What follows belongs to an exercise in optimizing a design on an open flow for small area and a short achievable clock period; a production flow would make more cautious choices. In this exercise RTL edits were held to simulation tests only and were not proved equivalent to the original. Power figures rest on the tool's default switching activity, not on a simulated workload.

## run A
==> flow/design.v (excerpt) <==
module spi_ram_ctrl #(
    parameter int unsigned MEM_DEPTH = 256,
    parameter int unsigned ADDR_SIZE = 8
) (
    input  logic       clk,
    input  logic       rst_n,
    input  logic [9:0] din,
    input  logic       rx_valid,
    output logic [7:0] dout,
    output logic       tx_valid
    ,
    output logic       err
);
Size in the first run: about 4,400 cells after synthesis, roughly 2,200 flip-flops, ~23 I/O pins, roughly 78,000 µm² of cells after synthesis.
export LEC_CHECK = 0
export CAP_MARGIN = 20
export CORE_MARGIN = 2
export CORE_UTILIZATION = 70
export CTS_BUF_LIST = sky130_fd_sc_hd__clkbuf_16
export CTS_CLUSTER_DIAMETER = 90
export CTS_CLUSTER_SIZE = 30
export PLACE_DENSITY = 0.78
export SETUP_SLACK_MARGIN = 2.5
export SLEW_MARGIN = 20
create_clock -name core_clock -period 4.5 [get_ports {clk}]
standard.sh (not shown) runs the stock make flow with config.mk's settings and CLKGATE_MAP_FILE= SYNTH_SCRIPT=/design/flow/synth_recipe.tcl, a recipe that flattens the netlist after the stock synthesis.
==> flow/flow/run.sh <==
#!/bin/bash
set -euo pipefail
export MAKEFLAGS='BUFFER_PORTS_ARGS=-buffer_cell\ sky130_fd_sc_hd__buf_4'
bash standard.sh finish > flow_make.log 2>&1
Run A reached the final stage; the timing, design-rule and antenna checks on its layout passed.
Inputs modified between run A and run B:
- changing SETUP_SLACK_MARGIN from 2.5 to 2.6
- changing CTS_CLUSTER_SIZE from 30 to 20
- changing CORE_UTILIZATION from 70 to 60
- changing PLACE_DENSITY from 0.78 to 0.68
- changing CTS_CLUSTER_DIAMETER from 90 to 60
==> comparison <==
Compared with run A, in run B wire length grew by 12,000 µm; logic gate share of total power closely matched the old numbers; final hold slack decreased by 0.058 ns relative to the old numbers.
Number of H-tree branching levels: run B > run A
Combinational power up 6.4% in run B wrt run A
Run B reports a higher fraction of the cycle the final worst path needs than run A does.
Row final critical path time including I/O delays and setup: run B higher / run A lower
Summary of the comparison: met1 layer usage reported by global route is lower in run B, relative to run A.
Final instance area of run B exceeds that of run A by a few percent.
Looking at power, run B sits about 13% above run A.
Between run A and run B, the via count is lower for run A.
### run B -> run C
- swapping 2.6 for 2.5 in SETUP_SLACK_MARGIN
- swapping 60 for 90 in CTS_CLUSTER_DIAMETER
- swapping 20 for 30 in CTS_CLUSTER_SIZE
Findings:
- Run C completed every stage of the flow, and the final layout passed the timing, design-rule and antenna checks.
- Reported for run C and run B, die area turned out identical to the last digit.
- Run B → run C: area added between synthesis and finish now sits lower, via count now sits lower, number of instances resized during post-cts repair now sits lower, fraction of area in clock buffers and inverters now sits lower, maximum frequency now sits higher.
- Comparing run C and run B, final worst setup slack is higher on run C.
- Total of clock buffers placed in the layout ends up higher on run B.
- | net switching component of the power | run C vs run B | 730 µW lower |
- Run C vs run B, post-detailed-placement half-perimeter wirelength went up by about 0.8%.
- Taking run C as 1.0, run B lands at 1.13 on internal power summed over all cells.

========
## job 1844
spi_ram_ctrl again, from the RTL that the note above started with.
clock: 4.5 ns
lec_check: 0
cap_margin: 20
core_margin: 2
core_utilization: 60
cts_buf_list: sky130_fd_sc_hd__clkbuf_16
cts_cluster_diameter: 60
cts_cluster_size: 20
place_density: 0.68
setup_slack_margin: 2.3
slew_margin: 20
Scripts as last shown in full above: flow/flow/run.sh
Job 1844 | stages: all done | timing, DRC, antenna: all pass
What job 1370 does differently from job 1844 at the input level:
# job 1844
export LEC_CHECK = 0
export CAP_MARGIN = 20
export CORE_MARGIN = 2
export CORE_UTILIZATION = 60
export CTS_BUF_LIST = sky130_fd_sc_hd__clkbuf_16
export CTS_CLUSTER_DIAMETER = 60
export CTS_CLUSTER_SIZE = 20
export PLACE_DENSITY = 0.68
export SETUP_SLACK_MARGIN = 2.3
export SLEW_MARGIN = 20
create_clock -name core_clock -period 4.5 [get_ports {clk}]
# job 1370
export LEC_CHECK = 0
export CAP_MARGIN = 20
export CORE_MARGIN = 2
export CORE_UTILIZATION = 60
export CTS_BUF_LIST = sky130_fd_sc_hd__clkbuf_16
export CTS_CLUSTER_DIAMETER = 60
export CTS_CLUSTER_SIZE = 20
export PLACE_DENSITY = 0.68
export SETUP_SLACK_MARGIN = 2.0
export SLEW_MARGIN = 20
create_clock -name core_clock -period 4.5 [get_ports {clk}]
Notes after the runs:
- Detailed-routing wirelength on met1 of job 1370 exceeds that of job 1844 slightly.
- Job 1370: global-route usage over all layers 0.32 points below job 1844
- Looking at job 1844 and job 1370, the sequential fraction of the synthesis area is a wash.
- On overall power after layout: between job 1844 and job 1370, it ends up lower for job 1370.
- [job 1370 vs job 1844] final critical-path share of the clock period: higher in job 1370
- Final instance count without filler cells across job 1844 and job 1370: no real change.
- A cell at the slowest stage of the critical path of sky130_fd_sc_hd__dfxtp_4 is what job 1844 shows, while sky130_fd_sc_hd__dfxtp_1 belongs to job 1370.
- Job 1370 against job 1844: non-clock buffer count shows a reduction of 5.6%, setup slack has decreased.
- Relative to job 1844, post-route cell area has gone down in job 1370.
- Job 1370 ended with every stage complete and zero timing, DRC or antenna violations.
- Compared to job 1844, job 1370 has part of the total power dissipated in the clock network 0.7 points lower.
- In job 1370, the pin count of the biggest net entering global routing came out 24 above the value in job 1844.

========
spi_ram_ctrl, a different RTL version from the one above (not shown whole).
For scale: ~6,700 cells after synthesis, roughly 23 I/O pins, ~69,000 µm² of cells after synthesis.
clock: 4.5 ns
lec_check: 0
cap_margin: 10
core_margin: 2
core_utilization: 60
cts_buf_list: sky130_fd_sc_hd__clkbuf_16
cts_cluster_diameter: 90
cts_cluster_size: 30
place_density: 0.68
setup_slack_margin: 2.4
slew_margin: 10
Scripts as last shown in full above: flow/flow/run.sh
Rerun with:
- CAP_MARGIN: 10 -> 20
- SETUP_SLACK_MARGIN: 2.4 -> 2.6
- SLEW_MARGIN: 10 -> 20
Routed wire length rises by 4.8%. Total power rises by 0.33%. Setup slack is better by 0.11 ns. Combinational power rises by 13%. Synthesized area stays the same. Sequential power is about the same. Hold slack is worse by 0.0032 ns. Clock-buffer cell count does not change. Maximum frequency rises by 5.2%. Final cell count rises by 0.64%. Die area is unchanged.

========
Setup of v18:
The RTL this note starts from:
==> flow/design.v <==
package spi_ram_pkg;
    localparam logic [1:0] WR_ADDR = 2'b00;
    localparam logic [1:0] WR_DATA = 2'b01;
    localparam logic [1:0] RD_ADDR = 2'b10;
    localparam logic [1:0] RD_DATA = 2'b11;
    typedef enum logic [1:0] {
        StIdle    = 2'b00,
        StWrReady = 2'b01,
        StRdReady = 2'b10
    } state_e;
endpackage
module spi_ram_mem #(
    parameter int unsigned MEM_DEPTH = 256,
    parameter int unsigned ADDR_SIZE = 8
) (
    input  logic                 clk,
    input  logic                 rst_n,
    input  logic                 we_i,
    input  logic [ADDR_SIZE-1:0] waddr_i,
    input  logic                 wpend_i,
    input  logic [7:0]           wdata_i,
    input  logic                 re_i,
    input  logic [7:0]           rsel0_i,
    input  logic [7:0]           rsel1_i,
    input  logic [1:0]           rhi_i,
    output logic [7:0]           rdata_o
);
    logic [8*MEM_DEPTH-1:0] mem_q;
    logic                   t_q;
    logic [15:0]            whi_n_q;    
    logic [15:0]            wlo_n_q;    
    logic [7:0]             col_q;
    logic [31:0]            cand_q;
    logic [7:0]             rdata_q;
    always_ff @(posedge clk) begin
        t_q <= !t_q;
        for (int i = 0; i < 16; i++) begin
            whi_n_q[i] <= !((we_i && (waddr_i[7:4] == 4'(i))) || (wpend_i && !whi_n_q[i]));
            wlo_n_q[i] <= wpend_i ? wlo_n_q[i] : (waddr_i[3:0] != 4'(i));
        end
        for (int b = 0; b < 8; b++) col_q[b] <= !wpend_i || (wdata_i[b] ^ !t_q);
    end
    logic [MEM_DEPTH-1:0] row;
    always_comb begin
        for (int r = 0; r < MEM_DEPTH; r++) row[r] = !whi_n_q[r / 16] && !wlo_n_q[r % 16];
    end
    always_ff @(posedge clk) begin
        for (int r = 0; r < MEM_DEPTH; r++)
            for (int b = 0; b < 8; b++)
                mem_q[8*r + b] <= !((row[r] && col_q[b]) || mem_q[8*r + b]);
    end
    logic [7:0]  l1 [32];
    logic [31:0] cand;
    always_comb begin
        for (int g = 0; g < 32; g++) begin
            l1[g] = '0;
            for (int i = 0; i < 8; i++) l1[g] = l1[g] | ({8{rsel0_i[i]}} & mem_q[8*(8*g+i) +: 8]);
        end
        for (int c = 0; c < 4; c++) begin
            cand[8*c +: 8] = '0;
            for (int i = 0; i < 8; i++) cand[8*c +: 8] = cand[8*c +: 8] | ({8{rsel1_i[i]}} & l1[8*c+i]);
        end
    end
    always_ff @(posedge clk) cand_q <= cand;
    always_ff @(posedge clk) begin
        if (!rst_n)    rdata_q <= 8'h00;
        else if (re_i) rdata_q <= cand_q[8*rhi_i +: 8] ^ {8{!t_q}};
    end
    assign rdata_o = rdata_q;
endmodule
module spi_ram_ctrl #(
    parameter int unsigned MEM_DEPTH = 256,
    parameter int unsigned ADDR_SIZE = 8
) (
    input  logic       clk,
    input  logic       rst_n,
    input  logic [9:0] din,
    input  logic       rx_valid,
    output logic [7:0] dout,
    output logic       tx_valid
    ,
    output logic       err
);
    logic                 rx_q;
    logic                 wr_rdy_q;
    logic                 rd_rdy_q;
    logic [ADDR_SIZE-1:0] wr_addr_q;
    logic [7:0]           rd_s0_q;
    logic [7:0]           rd_s1_q;
    logic [1:0]           rd_hi_q;
    logic                 wpend_q;    
    logic [7:0]           wdata_q;    
    logic                 tx_valid_q;
    logic                 err_q;
    logic                 cmd_edge;
    logic [1:0]           opcode;
    logic                 wr_exec;
    logic                 rd_exec;
    logic                 cmd_illegal;
    always_comb begin
        cmd_edge = rst_n && rx_valid && !rx_q;
        opcode   = din[9:8];
        wr_exec     = cmd_edge && (opcode == spi_ram_pkg::WR_DATA) && wr_rdy_q;
        rd_exec     = cmd_edge && (opcode == spi_ram_pkg::RD_DATA) && rd_rdy_q;
        cmd_illegal = cmd_edge && (((opcode == spi_ram_pkg::WR_DATA) && !wr_rdy_q) ||
                                   ((opcode == spi_ram_pkg::RD_DATA) && !rd_rdy_q));
    end
    always_ff @(posedge clk) begin
        wdata_q <= din[7:0];
        wpend_q <= wr_exec;
    end
    always_ff @(posedge clk) begin
        if (!rst_n) begin
            rx_q       <= 1'b0;
            wr_rdy_q   <= 1'b0;
            rd_rdy_q   <= 1'b0;
            wr_addr_q  <= '0;
            rd_s0_q    <= 8'h01;
            rd_s1_q    <= 8'h01;
            rd_hi_q    <= 2'b00;
            tx_valid_q <= 1'b0;
            err_q      <= 1'b0;
        end else begin
            rx_q       <= rx_valid;
            tx_valid_q <= rd_exec;
            if (wpend_q) wr_addr_q <= wr_addr_q + 1'b1;
            if (cmd_edge) begin
                case (opcode)
                    spi_ram_pkg::WR_ADDR: begin
                        wr_addr_q <= din[ADDR_SIZE-1:0];
                        wr_rdy_q  <= 1'b1;
                        rd_rdy_q  <= 1'b0;
                    end
                    spi_ram_pkg::RD_ADDR: begin
                        rd_s0_q   <= 8'h01 << din[2:0];
                        rd_s1_q   <= 8'h01 << din[5:3];
                        rd_hi_q   <= din[7:6];
                        wr_rdy_q  <= 1'b0;
                        rd_rdy_q  <= 1'b1;
                    end
                    spi_ram_pkg::RD_DATA: begin
                        if (rd_exec) rd_rdy_q <= 1'b0;
                    end
                    default: ;
                endcase
            end
            if (cmd_illegal) err_q <= 1'b1;
        end
    end
    spi_ram_mem #(
        .MEM_DEPTH (MEM_DEPTH),
        .ADDR_SIZE (ADDR_SIZE)
    ) u_mem (
        .clk     (clk),
        .rst_n   (rst_n),
        .we_i    (wr_exec),
        .waddr_i (wr_addr_q),
        .wpend_i (wpend_q),
        .wdata_i (wdata_q),
        .re_i    (rd_exec),
        .rsel0_i (rd_s0_q),
        .rsel1_i (rd_s1_q),
        .rhi_i   (rd_hi_q),
        .rdata_o (dout)
    );
    assign tx_valid = tx_valid_q;
    assign err = err_q;
endmodule
==> flow/config.mk <==
export PLATFORM = sky130hd
export DESIGN_NAME = spi_ram_ctrl
export DESIGN_NICKNAME = spi_ram_ctrl
export VERILOG_FILES = /design/flow/design.v
export SDC_FILE = /design/flow/constraint.sdc
export NUM_CORES = 4
export LEC_CHECK = 0
export CAP_MARGIN = 20
export CORE_MARGIN = 2
export CORE_UTILIZATION = 65
export CTS_BUF_LIST = sky130_fd_sc_hd__clkbuf_16
export CTS_CLUSTER_DIAMETER = 90
export CTS_CLUSTER_SIZE = 30
export PLACE_DENSITY = 0.73
export SETUP_SLACK_MARGIN = 2.5
export SLEW_MARGIN = 20
==> flow/constraint.sdc <==
create_clock -name core_clock -period 4.5 [get_ports {clk}]
set_input_delay 0.9000 -clock core_clock [delete_from_list [all_inputs] [get_ports {clk}]]
set_output_delay 0.9000 -clock core_clock [all_outputs]
set_load 0.01 [all_outputs]
Scripts as last shown in full above: flow/flow/run.sh
v18 ran to completion and came out clean on the timing, design-rule and antenna checks.
[inputs] v4 vs v18
# v18
export LEC_CHECK = 0
export CAP_MARGIN = 20
export CORE_MARGIN = 2
export CORE_UTILIZATION = 65
export CTS_BUF_LIST = sky130_fd_sc_hd__clkbuf_16
export CTS_CLUSTER_DIAMETER = 90
export CTS_CLUSTER_SIZE = 30
export PLACE_DENSITY = 0.73
export SETUP_SLACK_MARGIN = 2.5
export SLEW_MARGIN = 20
create_clock -name core_clock -period 4.5 [get_ports {clk}]
# v4
export LEC_CHECK = 0
export CAP_MARGIN = 20
export CORE_MARGIN = 2
export CORE_UTILIZATION = 70
export CTS_BUF_LIST = sky130_fd_sc_hd__clkbuf_16
export CTS_CLUSTER_DIAMETER = 80
export CTS_CLUSTER_SIZE = 26
export PLACE_DENSITY = 0.78
export SETUP_SLACK_MARGIN = 2.8
export SLEW_MARGIN = 20
create_clock -name core_clock -period 4.5 [get_ports {clk}]
v4 against v18: overall routed net length went up about 16%, non-clock buffer count went up 212, combinational group share of total power went up 0.7 points.
[inputs] v44 vs v4
# v4
export LEC_CHECK = 0
export CAP_MARGIN = 20
export CORE_MARGIN = 2
export CORE_UTILIZATION = 70
export CTS_BUF_LIST = sky130_fd_sc_hd__clkbuf_16
export CTS_CLUSTER_DIAMETER = 80
export CTS_CLUSTER_SIZE = 26
export PLACE_DENSITY = 0.78
export SETUP_SLACK_MARGIN = 2.8
export SLEW_MARGIN = 20
create_clock -name core_clock -period 4.5 [get_ports {clk}]
# v44
export LEC_CHECK = 0
export CAP_MARGIN = 20
export CORE_MARGIN = 2
export CORE_UTILIZATION = 60
export CTS_BUF_LIST = sky130_fd_sc_hd__clkbuf_16
export CTS_CLUSTER_DIAMETER = 90
export CTS_CLUSTER_SIZE = 30
export PLACE_DENSITY = 0.68
export SETUP_SLACK_MARGIN = 2.5
export SLEW_MARGIN = 20
create_clock -name core_clock -period 4.5 [get_ports {clk}]
Notes after the runs:
v44 finished end to end and its layout was clean on timing, DRC and antenna.
Of the two candidates, v4 has the worse final area and v44 the better one.
v4 has a higher via-per-instance ratio than v44.
On multi-input gate share of the layout cell area, v4 tracks v44 almost exactly.

==> separate check: timing with driven ports <==
The flow's constraints put no driver on any port. The routed layouts listed below were extracted and timed again, unchanged, in two steps. Step 1 sets driving cells, clkbuf_16 on the clock port and buf_2 on the other inputs (assumed; they add their load-dependent delay and slew). Step 2 also shifts input and output timing later by t, the mid clock arrival at the registers, as if the neighbouring blocks saw the same clock. a / b / c = ideal ports / drivers / drivers and shift; a / b = the first two.
run | t, ns | setup slack, ns | worst hold slack (ns) | clock arrival spread, ns | worst register clock-pin slew, ns
run A | 0.772 | 2.312 / 2.239 / 1.909 | 0.330 / 0.290 / 0.462 | 0.036 / 0.036 | 0.12 / 0.12
run B | 0.874 | 2.282 / 2.197 / 2.068 | 0.271 / 0.212 / 0.504 | 0.033 / 0.034 | 0.09 / 0.09
run C | 0.788 | 2.293 / 2.217 / 2.026 | 0.336 / 0.285 / 0.547 | 0.038 / 0.039 | 0.12 / 0.12
job 1844 | 0.875 | 2.237 / 2.152 / 1.819 | 0.274 / 0.213 / 0.538 | 0.038 / 0.038 | 0.08 / 0.08
job 1370 | 0.855 | 2.052 / 1.980 / 1.862 | 0.248 / 0.202 / 0.486 | 0.044 / 0.044 | 0.09 / 0.09
the first run of note 3 | 0.782 | 2.297 / 2.297 / 1.915 | 0.325 / 0.345 / 0.412 | 0.041 / 0.041 | 0.12 / 0.12
the second run of note 3 | 0.787 | 2.405 / 2.327 / 2.050 | 0.322 / 0.344 / 0.412 | 0.044 / 0.044 | 0.12 / 0.12
v18 | 0.792 | 2.403 / 2.331 / 1.931 | 0.362 / 0.332 / 0.413 | 0.031 / 0.031 | 0.12 / 0.12
v4 | 0.823 | 2.375 / 2.298 / 1.972 | 0.282 / 0.341 / 0.412 | 0.044 / 0.045 | 0.11 / 0.11
v44 | 0.789 | 2.406 / 2.325 / 1.917 | 0.316 / 0.345 / 0.413 | 0.042 / 0.042 | 0.12 / 0.12
After both steps setup and hold are still met in every run listed. For v44, which loses most, drivers alone change the setup slack by -0.081 ns; drivers and shift together by -0.489 ns.
